Background: an optimization exercise with open tools, aiming at small area, a short achievable clock period and few clock cycles per item. Do not read the settings as production practice. In this exercise RTL edits were held to simulation tests only and were not proved equivalent to the original. Power is estimated from default activity; no workload was simulated.

==> design/flow/flow/run.sh <==
#!/bin/bash
# Layout flow: the standard flow, with the port buffers made of the smallest buffer cell.
cp standard.sh standard_sh.log
export BUFFER_PORTS_ARGS="-buffer_cell sky130_fd_sc_hd__buf_1"
bash standard.sh > standard.log 2>&1
==> design/flow/standard.sh <==
#!/bin/bash
# synth_recipe.tcl (not shown) runs the flow's synth.tcl, then flattens the netlist and writes it again
# the make line also repeats each setting of config.mk as NAME=value (left out here)
make -C /OpenROAD-flow-scripts/flow DESIGN_CONFIG=/design/flow/config.mk WORK_HOME=/design/flow/orfs CLKGATE_MAP_FILE= SYNTH_SCRIPT=/design/flow/synth_recipe.tcl "${@:-finish}"
==> design/flow/config.mk <==
export PLATFORM = sky130hd
export DESIGN_NAME = hw_scan_ctrl
export DESIGN_NICKNAME = hw_scan_ctrl
export VERILOG_FILES = /design/flow/design.v
export SDC_FILE = /design/flow/constraint.sdc
export NUM_CORES = 4
export LEC_CHECK = 0
export CAP_MARGIN = 20
export CORE_MARGIN = 2
export CORE_UTILIZATION = 40
export SLEW_MARGIN = 20
==> design/flow/constraint.sdc <==
create_clock -name core_clock -period 8.5 [get_ports {clk}]
set_input_delay 1.7000 -clock core_clock [delete_from_list [all_inputs] [get_ports {clk}]]
set_output_delay 1.7000 -clock core_clock [all_outputs]
set_load 0.01 [all_outputs]
==> design/flow/design.v <==
module hw_scan_ctrl #(
  parameter int VEC_W   = 1024,
  parameter int WORD_W  = 32,
  parameter int MAX_LOC = 32
) (
  input  logic                       clk,
  input  logic                       rst,
  input  logic                       i_in_valid,
  output logic                       o_in_ready,
  input  logic [VEC_W-1:0]           i_in_data,
  output logic                       o_loc_valid,
  input  logic                       i_loc_ready,
  output logic [$clog2(VEC_W)-1:0]   o_loc_data,
  output logic [$clog2(MAX_LOC)-1:0] o_loc_ord,
  output logic                       o_done_valid,
  input  logic                       i_done_ready,
  output logic [$clog2(VEC_W):0]     o_done_count,
  output logic                       o_done_trunc
);
  localparam int NW    = VEC_W / WORD_W;
  localparam int IDX_W = $clog2(NW);
  localparam int BIT_W = $clog2(WORD_W);
  localparam int LOC_W = $clog2(VEC_W);
  localparam int ORD_W = $clog2(MAX_LOC);
  localparam int CNT_W = LOC_W + 1;
  localparam int NQ    = WORD_W / 8;       
  function automatic logic [NW-1:0] lowest1h(input logic [NW-1:0] x);
    logic seen;
    seen = 1'b0;
    for (int i = 0; i < NW; i++) begin
      lowest1h[i] = x[i] & ~seen;
      seen        = seen | x[i];
    end
  endfunction
  function automatic logic [NW-1:0] highest1h(input logic [NW-1:0] x);
    logic seen;
    seen = 1'b0;
    for (int i = NW - 1; i >= 0; i--) begin
      highest1h[i] = x[i] & ~seen;
      seen         = seen | x[i];
    end
  endfunction
  function automatic logic [1:0] atmost12(input logic [NW-1:0] x);
    logic s1, s2, s3;
    s1 = 1'b0;
    s2 = 1'b0;
    s3 = 1'b0;
    for (int i = 0; i < NW; i++) begin
      s3 = s3 | (x[i] & s2);
      s2 = s2 | (x[i] & s1);
      s1 = s1 | x[i];
    end
    atmost12 = {~s2, ~s3};
  endfunction
  function automatic logic [WORD_W-1:0] lowbit1h(input logic [WORD_W-1:0] x);
    logic seen;
    seen = 1'b0;
    for (int i = 0; i < WORD_W; i++) begin
      lowbit1h[i] = x[i] & ~seen;
      seen        = seen | x[i];
    end
  endfunction
  function automatic logic [BIT_W-1:0] enc32(input logic [WORD_W-1:0] oh);
    enc32 = '0;
    for (int i = 0; i < WORD_W; i++) if (oh[i]) enc32 = enc32 | BIT_W'(i);
  endfunction
  function automatic logic [IDX_W-1:0] encw(input logic [NW-1:0] oh);
    encw = '0;
    for (int i = 0; i < NW; i++) if (oh[i]) encw = encw | IDX_W'(i);
  endfunction
  function automatic logic [3:0] popcnt8(input logic [7:0] b);
    logic [1:0] s1 [4];
    logic [2:0] s2 [2];
    for (int i = 0; i < 4; i++) s1[i] = {1'b0, b[2*i]} + {1'b0, b[2*i+1]};
    for (int i = 0; i < 2; i++) s2[i] = {1'b0, s1[2*i]} + {1'b0, s1[2*i+1]};
    popcnt8 = {1'b0, s2[0]} + {1'b0, s2[1]};
  endfunction
  logic [VEC_W-1:0]  r_vec;
  logic [NW-1:0]     r_rb, r_sb;    
  logic [NW-1:0]     r_rp, r_sp;    
  logic              r_rbAny, r_rbOne, r_rpAny, r_rpOne;
  logic              r_sbInRp, r_spInRb, r_sbIsSp;
  logic              r_uLe1, r_uLe2;   
  logic              r_rdy, r_busy, r_endPend;
  logic [WORD_W-1:0] r_f;
  logic              r_fV, r_fLast;
  logic [4*NQ-1:0]   r_g;
  logic              r_gV, r_gLast;
  logic [CNT_W-1:0]  r_acc;
  logic [2:0]        r_cV;
  logic [CNT_W-1:0]  r_c0, r_c1, r_c2;
  logic              r_wV, r_wEnd, r_pV, r_pEnd;
  logic [WORD_W-1:0] r_wBits, r_pBits;
  logic [IDX_W-1:0]  r_wIdx, r_pIdx;
  logic              r_lv, r_dv, r_dt, r_cap;
  logic [LOC_W-1:0]  r_ld;
  logic [ORD_W-1:0]  r_ord, r_lo;
  logic [CNT_W-1:0]  r_dc;
  logic [NW-1:0]     w_nzIn;
  always_comb
    for (int j = 0; j < NW; j++) w_nzIn[j] = |i_in_data[j*WORD_W +: WORD_W];
  logic              w_acc, w_endInQ, w_capSame;
  logic              w_beatF, w_popF, w_fetch, w_fetchDone, w_rbRemE, w_rpRemE;
  logic [NW-1:0]     w_sel, w_rbRem, w_rpRem;
  logic [WORD_W-1:0] w_word;
  logic              w_endPush, w_push, w_pushEnd;
  assign w_acc     = r_rdy & i_in_valid;
  assign w_endInQ  = (r_wV & r_wEnd) | (r_pV & r_pEnd);
  assign w_capSame = r_cap & ~w_endInQ;
  assign w_beatF   = r_busy & ~r_endPend & ~r_pV & r_rbAny & ~w_capSame;
  assign w_popF    = r_busy & ~r_endPend & ~w_beatF & r_rpAny;
  assign w_fetch   = w_beatF | w_popF;
  assign w_sel     = w_beatF ? r_sb : r_sp;
  always_comb begin
    w_word = '0;
    for (int j = 0; j < NW; j++) w_word = w_word | ({WORD_W{w_sel[j]}} & r_vec[j*WORD_W +: WORD_W]);
  end
  assign w_rbRem  = r_rb & ~(w_beatF ? r_sb : '0);
  assign w_rpRem  = r_rp & ~(w_fetch ? w_sel : '0);
  assign w_rbRemE = w_beatF ? r_rbOne : ~r_rbAny;
  assign w_rpRemE = w_beatF ? (~r_rpAny | (r_rpOne & r_sbIsSp)) :
                    w_popF  ? r_rpOne : ~r_rpAny;
  assign w_fetchDone = r_busy & ~r_endPend & w_rpRemE & (w_rbRemE | w_capSame);
  assign w_endPush = (r_endPend | (w_fetchDone & ~w_beatF)) & ~r_pV;
  assign w_push    = w_beatF | w_endPush;
  assign w_pushEnd = ~w_beatF;
  logic [4*NQ-1:0]   w_gNext;
  logic [CNT_W-1:0]  w_gSum, w_accNext;
  always_comb begin
    for (int q = 0; q < NQ; q++) w_gNext[4*q +: 4] = r_fV ? popcnt8(r_f[8*q +: 8]) : 4'd0;
    w_gSum = '0;
    for (int q = 0; q < NQ; q++) w_gSum = w_gSum + CNT_W'(r_g[4*q +: 4]);
  end
  assign w_accNext = r_acc + (r_gV ? w_gSum : '0);
  logic              w_outFree, w_act, w_beat, w_pop, w_multi, w_lastOrd, w_capNext, w_drop;
  logic              w_cntAvail, w_qPop;
  logic [CNT_W-1:0]  w_cntHead;
  logic [WORD_W-1:0] w_bit1h;
  assign w_cntAvail = r_cV[0] | r_gLast;
  assign w_cntHead  = r_cV[0] ? r_c0 : w_accNext;
  assign w_outFree  = ~(r_lv & ~i_loc_ready) & ~(r_dv & ~i_done_ready);
  assign w_act      = w_outFree & r_wV & (~r_wEnd | w_cntAvail);
  assign w_beat     = w_act & ~r_wEnd & ~r_cap;
  assign w_bit1h    = lowbit1h(r_wBits);
  assign w_multi    = |(r_wBits & ~w_bit1h);
  assign w_lastOrd  = (r_ord == ORD_W'(MAX_LOC - 1));
  assign w_pop      = w_act & (r_wEnd | r_cap | ~w_multi | w_lastOrd);
  assign w_qPop     = ~r_wV | w_pop;
  assign w_capNext  = r_cap | (w_beat & w_lastOrd);
  assign w_drop     = w_capNext & ~r_wEnd;
  logic [2:0]       w_cVN;
  logic [CNT_W-1:0] w_c0N, w_c1N, w_c2N;
  logic             w_cRd;
  assign w_cRd = w_act & r_wEnd;
  always_comb begin
    w_cVN = r_cV;
    w_c0N = r_c0;
    w_c1N = r_c1;
    w_c2N = r_c2;
    if (w_cRd & r_cV[0]) begin
      w_cVN = {1'b0, r_cV[2:1]};
      w_c0N = r_c1;
      w_c1N = r_c2;
    end
    if (r_gLast & ~(w_cRd & ~r_cV[0])) begin
      if (~w_cVN[0]) begin
        w_cVN[0] = 1'b1;
        w_c0N    = w_accNext;
      end else if (~w_cVN[1]) begin
        w_cVN[1] = 1'b1;
        w_c1N    = w_accNext;
      end else begin
        w_cVN[2] = 1'b1;
        w_c2N    = w_accNext;
      end
    end
  end
  logic          w_busyN, w_endPendN, w_pVN, w_rdyN, w_uNLe1, w_rbNE;
  logic [NW-1:0] w_rbN, w_rpN;
  logic [1:0]    w_inLe;
  assign w_busyN    = w_acc | (r_busy & ~w_fetchDone);
  assign w_endPendN = (r_endPend | w_fetchDone) & ~w_endPush;
  assign w_pVN      = w_qPop ? 1'b0 : (r_pV | w_push);
  assign w_inLe     = atmost12(w_nzIn);
  assign w_uNLe1    = r_rdy ? w_inLe[1] :
                      (r_uLe1 | (r_uLe2 & (w_beatF | (w_popF & ~r_spInRb))));
  assign w_rbNE     = r_rdy ? ~(|w_nzIn) : w_rbRemE;
  assign w_rdyN     = ~w_busyN | (~w_endPendN & w_uNLe1 & (w_rbNE | ~w_pVN));
  assign w_rbN      = r_rdy ? w_nzIn : w_rbRem;
  assign w_rpN      = r_rdy ? w_nzIn : w_rpRem;
  logic [NW-1:0] w_sbN, w_spN;
  logic [1:0]    w_uN12, w_rbN12, w_rpN12;
  assign w_rbN12 = atmost12(w_rbN);
  assign w_rpN12 = atmost12(w_rpN);
  assign w_sbN  = lowest1h(w_rbN);
  assign w_spN  = highest1h(w_rpN);
  assign w_uN12 = atmost12(w_rbN | w_rpN);
  always_ff @(posedge clk) begin
    if (r_rdy | ~r_busy) r_vec <= i_in_data;
  end
  always_ff @(posedge clk or posedge rst) begin
    if (rst) begin
      r_rdy     <= 1'b1;
      r_busy    <= 1'b0;
      r_endPend <= 1'b0;
      r_fV      <= 1'b0;
      r_fLast   <= 1'b0;
      r_gV      <= 1'b0;
      r_gLast   <= 1'b0;
      r_acc     <= '0;
      r_cV      <= '0;
      r_wV      <= 1'b0;
      r_pV      <= 1'b0;
      r_lv      <= 1'b0;
      r_dv      <= 1'b0;
      r_ord     <= '0;
      r_cap     <= 1'b0;
    end else begin
      r_rdy     <= w_rdyN;
      r_busy    <= w_busyN;
      r_endPend <= w_endPendN;
      r_fV    <= w_beatF ? r_sbInRp : w_popF;
      r_fLast <= w_fetchDone;
      r_gV    <= r_fV;
      r_gLast <= r_fLast;
      r_acc   <= r_gLast ? '0 : w_accNext;
      r_cV    <= w_cVN;
      if (w_qPop) begin
        if (r_pV) begin
          r_wV <= ~(w_drop & ~r_pEnd);
          r_pV <= 1'b0;
        end else begin
          r_wV <= w_push & ~(w_drop & ~w_pushEnd);
        end
      end else if (w_push) begin
        r_pV <= 1'b1;
      end
      if (w_act) begin
        if (r_wEnd) begin
          r_ord <= '0;
          r_cap <= 1'b0;
        end else if (~r_cap) begin
          r_ord <= r_ord + 1'b1;
          if (w_lastOrd) r_cap <= 1'b1;
        end
      end
      if (w_outFree) begin
        r_lv <= w_beat;
        r_dv <= w_act & r_wEnd;
      end
    end
  end
  always_ff @(posedge clk) begin
    r_rb     <= w_rbN;
    r_rp     <= w_rpN;
    r_sb     <= w_sbN;
    r_sp     <= w_spN;
    r_rbAny  <= |w_rbN;
    r_rpAny  <= |w_rpN;
    r_rbOne  <= (|w_rbN) & w_rbN12[1];
    r_rpOne  <= (|w_rpN) & w_rpN12[1];
    r_sbInRp <= |(w_sbN & w_rpN);
    r_spInRb <= |(w_spN & w_rbN);
    r_sbIsSp <= |(w_sbN & w_spN);
    r_uLe1   <= w_uN12[1];
    r_uLe2   <= w_uN12[0];
    r_f <= w_word;
    r_g <= w_gNext;
    r_c0 <= w_c0N;
    r_c1 <= w_c1N;
    r_c2 <= w_c2N;
    if (w_qPop) begin
      if (r_pV) begin
        r_wEnd  <= r_pEnd;
        r_wBits <= r_pBits;
        r_wIdx  <= r_pIdx;
      end else begin
        r_wEnd  <= w_pushEnd;
        r_wBits <= w_word;
        r_wIdx  <= encw(w_sel);
      end
    end else begin
      if (w_beat) r_wBits <= r_wBits & ~w_bit1h;
      if (w_push) begin
        r_pEnd  <= w_pushEnd;
        r_pBits <= w_word;
        r_pIdx  <= encw(w_sel);
      end
    end
    if (w_act) begin
      if (r_wEnd) begin
        r_dc <= w_cntHead;
        r_dt <= (w_cntHead > CNT_W'(MAX_LOC));
      end else if (~r_cap) begin
        r_ld <= {r_wIdx, enc32(w_bit1h)};
        r_lo <= r_ord;
      end
    end
  end
  assign o_in_ready   = r_rdy;
  assign o_loc_valid  = r_lv;
  assign o_loc_data   = r_ld;
  assign o_loc_ord    = r_lo;
  assign o_done_valid = r_dv;
  assign o_done_count = r_dc;
  assign o_done_trunc = r_dt;
endmodule
==> results of run 1 <==
## cell usage in the layout, fill, tap and decap left out, drive strengths merged, types with 24 or more instances in the layout
master / count
inv: 128
nor2: 169
nor3: 56
or3: 27
nand3: 154
nand4: 151
dfxtp: 205
or4: 38
buf: 1230
mux2i: 48
a22oi: 315
or2: 24
a21oi: 101
o21ai: 152
diode: 34
ha: 25
nor4: 292
nand2: 203
nor2b: 26
fa: 25
a221oi: 106
edfxtp: 1138
a22o: 108
clkbuf: 196
clkinv: 64
and2: 43
dfrtp: 30
a31oi: 29
o211ai: 31
## flip-flops by register name (all words and copies together) (netlist names), 3 cells and up
name,cells
r_ord,5
r_c2,11
r_rb,31
r_rp,32
r_f,32
r_vec,1024
r_dc,11
r_sb,32
r_c0,11
r_c1,11
r_cV,3
r_ld,10
r_wBits,32
r_pBits,32
r_lo,5
r_sp,31
r_acc,11
r_g,16
r_pIdx,5
r_wIdx,5
## power groups by stage
| stage | sequential, mW | clock, mW | combinational, mW |
|---|---|---|---|
| after CTS | 11.6 | 6.66 | 9.56 |
| after floorplan | 11.7 | 0 | 5.48 |
| final | 11.7 | 6.66 | 9.90 |
| after global placement | 11.7 | 0 | 9.46 |
| after detailed placement | 11.8 | 0 | 9.51 |
| after global routing | 11.8 | 6.91 | 10.4 |
## logic make-up (layout without fill, tap and decap cells)
family | after synthesis | count (layout) | synth area share
AO/OA/AOI/OAI | 991 | 991 | 0.128
XOR/XNOR | 15 | 15 | 0.00235
adder cells (fa/ha/maj) | 66 | 66 | 0.0174
buffers and inverters | 289 | 1629 | 0.0200
flip-flops | 1374 | 1374 | 0.698
multiplexers | 68 | 68 | 0.0126
other | 0 | 34 | 0
AND/OR/NAND/NOR | 1247 | 1247 | 0.121
## worst reg2reg max path, delay by kind of cell (launching register included)
kind / cells / cell delay (ns)
simple gates: 8 / 2.87
compound gates: 3 / 1.58
flops: 1 / 0.33
buf+inv: 3 / 1.10
## metrics by stage
step	cells	hold WS [ns]	utilization	instance area, um^2	total power, mW
after CTS	7264	0.348	0.493	68600	27.9
after global placement	6980	0.335	0.456	63500	21.2
after detailed placement	6987	0.336	0.457	63600	21.3
after global routing	7281	0.360	0.493	68700	29.1
after floorplan	4050	0.331	-	56000	17.1
final	7300	0.349	0.494	68700	28.3
## final cells by class
class	instances	area (um^2)
Antenna cell	34	85.1
Clock buffer	196	4100
Clock inverter	81	848
Fill cell	12600	70500
Inverter	122	458
Multi-Input combinational cell	2387	16500
Sequential cell	1374	39100
Tap cell	1876	2350
Timing Repair Buffer	1230	5360
## final timing paths
| path | from | endpoint | cells past startpoint |
|---|---|---|---|
| setup / recovery | i_in_data[608] | r_sbIsSp | 12 |
| hold / removal | r_fLast | r_gLast | 0 |
| max in group asynchronous | rst | r_rdy | 3 |
| setup reg to reg | r_pV | r_sbIsSp | 14 |
| min in group asynchronous | rst | r_ord[2] | 3 |
| hold reg to reg | r_fLast | r_gLast | 0 |
## cell usage after synthesis (all sizes together), types with 5 or more instances
library cell / number
nor4: 292
o311ai: 9
or4: 38
ha: 25
maj3: 16
o31ai: 8
and2: 43
xor2: 7
a31oi: 29
nand3b: 12
o2111ai: 10
nor3: 56
fa: 25
nand2b: 7
a21oi: 101
xnor2: 8
nand3: 154
a221o: 7
and3: 14
o22ai: 16
mux2: 20
a21o: 16
nand2: 203
dfrtp: 30
a211oi: 22
dfxtp: 205
mux2i: 48
nor2b: 26
a22oi: 315
clkbuf: 134
a22o: 108
edfxtp: 1138
nor2: 169
a221oi: 106
o211ai: 31
a2111oi: 8
or2: 24
o221ai: 5
or3: 27
buf: 33
nand4: 151
inv: 121
nor3b: 12
o21ai: 152
## layer usage
layer | up-vias | global-route usage | share of wire
li1 | 19000 | - | -
met1 | 24800 | 0.584 | 0.38
met2 | 4305 | 0.606 | 0.42
met3 | 705 | 0.143 | 0.15
met4 | 32 | 0.187 | 0.052
met5 | - | 0 | 0.00067
==> key figures, run 1 <==
Timing
  • Setup TNS Final: 0 ns
  • RSZ-0062 raised after global routing: false
  • Worst Skew: 0.0521 ns
  • Tcrit/Tclk final: 0.794
  • Max frequency: 148 MHz
  • Setup WS post-layout: 1.75 ns
  • Final setup violation count: 0
  • Worst-margin pin slew: 1.33 ns
  • Fin. Hold Viols: 0
  • Post-layout min period: 6.75 ns
  • Final slew viol count: 0
  • Slew HR: 0.107

Routing
  • 1st-iter DRT viols: 9245
  • Avg WL per Cell: 42.9 um
  • DRT antenna net count: 0
  • DRC viols: 0
  • DRT Pass-1 Iters: 8
  • Final WL: 313000 um
  • Via density: 6.68
  • DR vias: 48800

Worst setup path
  • Worst EP arrival: 7.49 ns
  • Slowest stage delay, CP: 1.12 ns
  • CP startpoint kind: input port
  • Worst R2R Setup Slack: 2.59 ns
  • Crit Path Max Fanout: 6
  • Crit end category: flop
  • Required time worst endpoint: 9.24 ns
  • Crit path max-delay family: simple AND/OR/NAND/NOR gates
  • Setup Crit Path Kind: in -> reg
  • Crit-path cells: buf_1 -> nor4_1 -> nand4_1 -> o21ai_1 -> nand4_1 -> nor4_2 -> nand4_1 -> or4b_4 -> or4b_1 -> o32a_1 -> nand4_1 -> or4_1
  • CP max stage cell: nor4_1
  • Crit-path most repeated cell: nand4_1
  • CP Buf/Inv Count: 1

Floorplan
  • FP Rows: 137
  • IO Count: 1059
  • Core area: 0.139 mm^2
  • Die Wd: 378 um
  • Die span in y: 378 um
  • Die ar.: 0.143 mm^2
  • Initial core utilization: 0.402

Clocking
  • CTS tree: built
  • Clock Sinks: 1374
  • Post-CTS setup buffer count: 0
  • Clock Tree Buf Depth: 3
  • Clock Tree Root: clkbuf_16
  • Htree depth: 4
  • Clock slew at reported path FFs: 0.06 ns
  • Cts hold-fix bufs: 0
  • Clk latency of the worst-skew pair: 0.82 ns
  • Post-CTS Resized: 0
  • Clock buffer count from CTS: 150

Yosys
  • Post-synth net total: 5129
  • Post-Synthesis Cell Area: 0.0560 mm^2
  • Synth unique cells: 101
  • Register bit total from synthesis: 1374
  • Yosys top cell by area: edfxtp_1
  • Sequential-to-total area share from yosys stat: 0.698
  • Syn avg cell area: 13.8 um^2
  • Top cells by area, synth: edfxtp_1 61%, dfxtp_1 7.3%, a22oi_1 4.2%
  • Post-synth EDFFs: 1138
  • Share of the synthesized area in the top cell type: 0.610
  • Cell count after synthesis: 4050
  • YS warnings: 9
  • Async SR Flop Fraction: 0.0226
  • Prevailing post-synth register cell: edfxtp_1

Global route
  • First-pass GRT wire length: 399000 um
  • Initial antenna violation count: 65
  • GRT Overall Usage: 0.424
  • Number of global-route vias before repair: 43900
  • Grt ovf: 0
  • Largest net degree at the start of global routing: 205

Power and ir drop
  • Seq pwr share: 0.415
  • Clock power share: 0.236
  • PD cells: 411 mW/mm^2
  • Internal: 17.0 mW
  • Gate power share: 0.350
  • Sw Ratio: 0.399
  • Leakage: 22.6 nW
  • Maximum vdd drop: 0.331 mV
  • Sw Pwr: 11.3 mW

Placed design
  • Dpl ws: 1.16 ns
  • # port buffers: 1058
  • DPL Wire Length: 247000 um
  • Final GP Congestion: 1.04

Hold path
  • HP Class: reg -> reg

Finish
  • Fin nets: 6344
  • Fraction of layout cells with a size suffix above 1: 0.104
  • Area growth syn-to-layout: 22.8%

Run
  • Max Cap Viol: 0

Outcome
  • Status: timing/DRC/antenna clean
Testbench counts, summed over its fixed seeds: cycles 32,205, items 1,920.
==> run 2, diff against run 1 <==
--- a/design/flow/config.mk
+++ b/design/flow/config.mk
@@ -6,6 +6,9 @@
 export NUM_CORES = 4
 export LEC_CHECK = 0
+export ABC_CLOCK_PERIOD_IN_PS = 3000
 export CAP_MARGIN = 20
 export CORE_MARGIN = 2
 export CORE_UTILIZATION = 40
+export SETUP_SLACK_MARGIN = 5
 export SLEW_MARGIN = 20
+export TNS_END_PERCENT = 100
==> run 2 against run 1 <==
Effect of this change: sequential power is essentially flat; combinational power rose by about 40%; die area did not move; global-route usage rose by 1.1 points; fmax rose by 31%; sequential share of layout area is 7.3 points lower; register-to-register slack better by 1.3 ns; largest power group is now combinational logic; routed wire length increased by 4.7%; first-iteration DRC count is 0.79% lower; count of clock-buffer cells in the layout stayed put; still clean on timing, DRC and antenna.
==> key figures, run 2 <==
Floorplan
  • Die span in y: 378 um
  • Die Wd: 378 um
  • Core area: 0.139 mm^2
  • Die ar.: 0.143 mm^2
  • Initial core utilization: 0.402
  • IO Count: 1059
  • FP Rows: 137

Yosys
  • Post-Synth XOR/XNOR Area: 0.00235
  • Cell count after synthesis: 4050
  • Post-synth EDFFs: 1138
  • Share of the synthesized area in the top cell type: 0.610
  • Top-count cell post-synth: edfxtp_1
  • Synth Area in Adders: 0.0174
  • Syn avg cell area: 13.8 um^2
  • Post-Synthesis Cell Area: 0.0560 mm^2
  • YS warnings: 9
  • Sequential-to-total area share from yosys stat: 0.698
  • Multiplexer area fraction after synthesis: 0.0126
  • Register bit total from synthesis: 1374
  • Synth Area in Simple Gates: 0.121
  • Synth Area in Compound Gates: 0.128
  • Post-synth net total: 5129
  • Prevailing post-synth register cell: edfxtp_1
  • Yosys top cell by area: edfxtp_1
  • Synth cell count leaders: 1138 x edfxtp_1, 315 x a22oi_1, 288 x nor4_1
  • Top cells by area, synth: edfxtp_1 61%, dfxtp_1 7.3%, a22oi_1 4.2%
  • Synth unique cells: 101
  • Async SR Flop Fraction: 0.0226
  • Largest family of logic cells by synthesized area: compound AO/OA/AOI/OAI gates

Routing
  • Final WL: 327000 um
  • Avg WL per Cell: 42.2 um
  • Via density: 6.67
  • DRC viols: 0
  • DRT antenna net count: 0
  • DR vias: 51700
  • DRT Pass-1 Iters: 8
  • 1st-iter DRT viols: 9172

Clocking
  • Clock Tree Buf Depth: 3
  • Clock slew at reported path FFs: 0.06 ns
  • Clock buffer count from CTS: 153
  • Clock Tree Root: clkbuf_16
  • Clk latency of the worst-skew pair: 0.82 ns
  • CTS tree: built
  • Cts hold-fix bufs: 0
  • Clock Sinks: 1374
  • Htree depth: 4

Power and ir drop
  • PD cells: 415 mW/mm^2
  • Leakage: 26.7 nW
  • Design Power: 32.7 mW
  • Maximum vdd drop: 0.480 mV

Finish
  • Fin nets: 6785
  • Fill cells: 11500
  • Commonest non-fill, non-tap cells in the layout: 1138 x edfxtp_1, 1042 x buf_1, 377 x buf_4
  • Commonest non-fill, non-tap cell in the layout: edfxtp_1
  • Register with the highest flop count: r_vec
  • Fraction of layout cells with a size suffix above 1: 0.270
  • Area growth syn-to-layout: 41.0%
  • Max reg flops: 1024

Worst setup path
  • Worst EP arrival: 5.90 ns
  • CP startpoint kind: input port
  • Required time worst endpoint: 9.25 ns
  • Crit Path Max Fanout: 3
  • Worst R2R Setup Slack: 3.88 ns
  • Setup Crit Path Kind: in -> reg
  • Crit end category: flop

Timing
  • Max frequency: 194 MHz
  • Post-layout min period: 5.16 ns
  • Worst-margin pin slew: 1.34 ns
  • Worst Skew: 0.0498 ns
  • Slew HR: 0.104
  • Fin. Hold Viols: 0
  • Final slew viol count: 0
  • RSZ-0062 raised after global routing: true
  • Tcrit/Tclk final: 0.607
  • Final setup violation count: 0
  • Setup TNS Final: 0 ns

Global route
  • GR Layer Usage met3: 0.179
  • Met1 usage: 0.567
  • Grt ovf: 0
  • Initial antenna violation count: 60
  • First-pass GRT wire length: 412000 um
  • Largest net degree at the start of global routing: 190
  • GR Util met2: 0.619
  • GR peak layer: met2
  • Number of global-route vias before repair: 46500
  • GRT Overall Usage: 0.435

Hold path
  • HP Class: reg -> reg

Placed design
  • Final GP Congestion: 1.01
  • # port buffers: 1058
  • DPL Wire Length: 240000 um

Run
  • Max Cap Viol: 0

Outcome
  • Status: timing/DRC/antenna clean
==> run 2: changes by cell type in the layout (fill, tap and decap cells not counted), sizes merged, moves of 5 or more <==
cell,previous run,this run
clkbuf,196,208
buf,1230,1647
diode,34,40
bufbuf,0,7
bufinv,9,17
inv,128,123
==> run 2: layer usage <==
metal | up-vias | part of all wire
met1 | 25900 | 0.36
met3 | 1035 | 0.16
met5 | - | 0.00066
met2 | 4831 | 0.41
li1 | 19900 | -
met4 | 28 | 0.068
==> run 2: cells by family after synthesis <==
logic type | Yosys count
muxes | 68
DFF | 1374
and+or+nand+nor | 1247
xor gates and xnor gates | 15
buffers and inverters | 289
AOI/OAI and AO/OA | 991
adders and majority gates | 66
==> run 2: path summary, 6_finish.rpt <==
check                          startpoint       end  cells past startpoint
max                        i_in_data[897]  r_sbIsSp                     13
min                               r_fLast   r_gLast                      0
max reg2reg                       r_rbAny   r_rbOne                     12
min reg2reg                       r_fLast   r_gLast                      0
max in group asynchronous             rst    r_busy                      3
min in group asynchronous             rst  r_ord[1]                      3
==> run 2: power by group <==
part | leakage, nW | switching, mW | internal [mW]
clock | 2.53 | 2.96 | 3.96
combinational | 11.6 | 8.83 | 5.11
sequential | 12.6 | 1.26 | 10.6
==> run 2: final cells by class <==
cell class                      instances  area (um^2)  area share
Antenna cell                           40          100     0.00127
Clock buffer                          196         4090      0.0518
Clock inverter                         90         1080      0.0137
Inverter                              122          497     0.00629
Multi-Input combinational cell       2389        20800       0.264
Sequential cell                      1374        39100       0.495
Tap cell                             1876         2350      0.0297
Timing Repair Buffer                 1666        10900       0.138
==> run 2: worst max-delay path, cell delays in order <==
cell and delay, ns:
buf_2 0.12, nor4_4 0.50, nand4_1 0.70, nor2_4 0.43, o2111ai_4 0.14, nor4_2 0.30
buf_4 0.18, nand4_1 0.15, or4b_4 0.57, or4b_4 0.56, o32a_1 0.36, nand4_1 0.09
or4_1 0.10
==> run 2: timing repair <==
action	4_1_cts	5_1_grt
cloned	26	10
pin swaps	227	198
endpoints found under the setup margin	293	248
buffers inserted	267	158
gates resized for setup	819	367
==> run 2: per-stage QoR <==
step	worst slack [ns]	std cells	cell area [um^2]	util	hold slack [ns]
floorplan	2.99	4050	56100	-	0.331
global placement	0.593	6960	63400	0.456	0.332
detailed placement	1.03	6966	63600	0.457	0.336
CTS	3.58	7545	75400	0.542	0.345
global route	3.37	7730	78900	0.567	0.354
finish	3.34	7753	78900	0.567	0.348

-- separate check: timing with driven ports --
In the flow no input, the clock included, has a driving cell. The finished layouts below were timed again as built, in two steps.
Step 1: set_driving_cell puts a clkbuf_16 on clk and a buf_2 on each other input, an assumption about the parent block.
Step 2 moves the port delays by t, midway between the first and last clock arrival at a register: inputs arrive t later, outputs are due t later. That takes back most of the time a late clock gives input paths.
Three values: ideal ports, drivers, drivers and shift; two values: the first two.
| run | t (ns) | setup slack, ns | worst data-port slew with drivers (ns) |
|---|---|---|---|
| run 1 | 0.875 | 1.754 / 1.801 / 0.925 | 0.35 |
| run 2 | 0.887 | 3.342 / 3.389 / 2.502 | 0.19 |
After both steps every run listed still meets setup and hold. For run 2, which loses most, drivers alone change the setup slack by +0.047 ns; drivers and shift together by -0.840 ns.
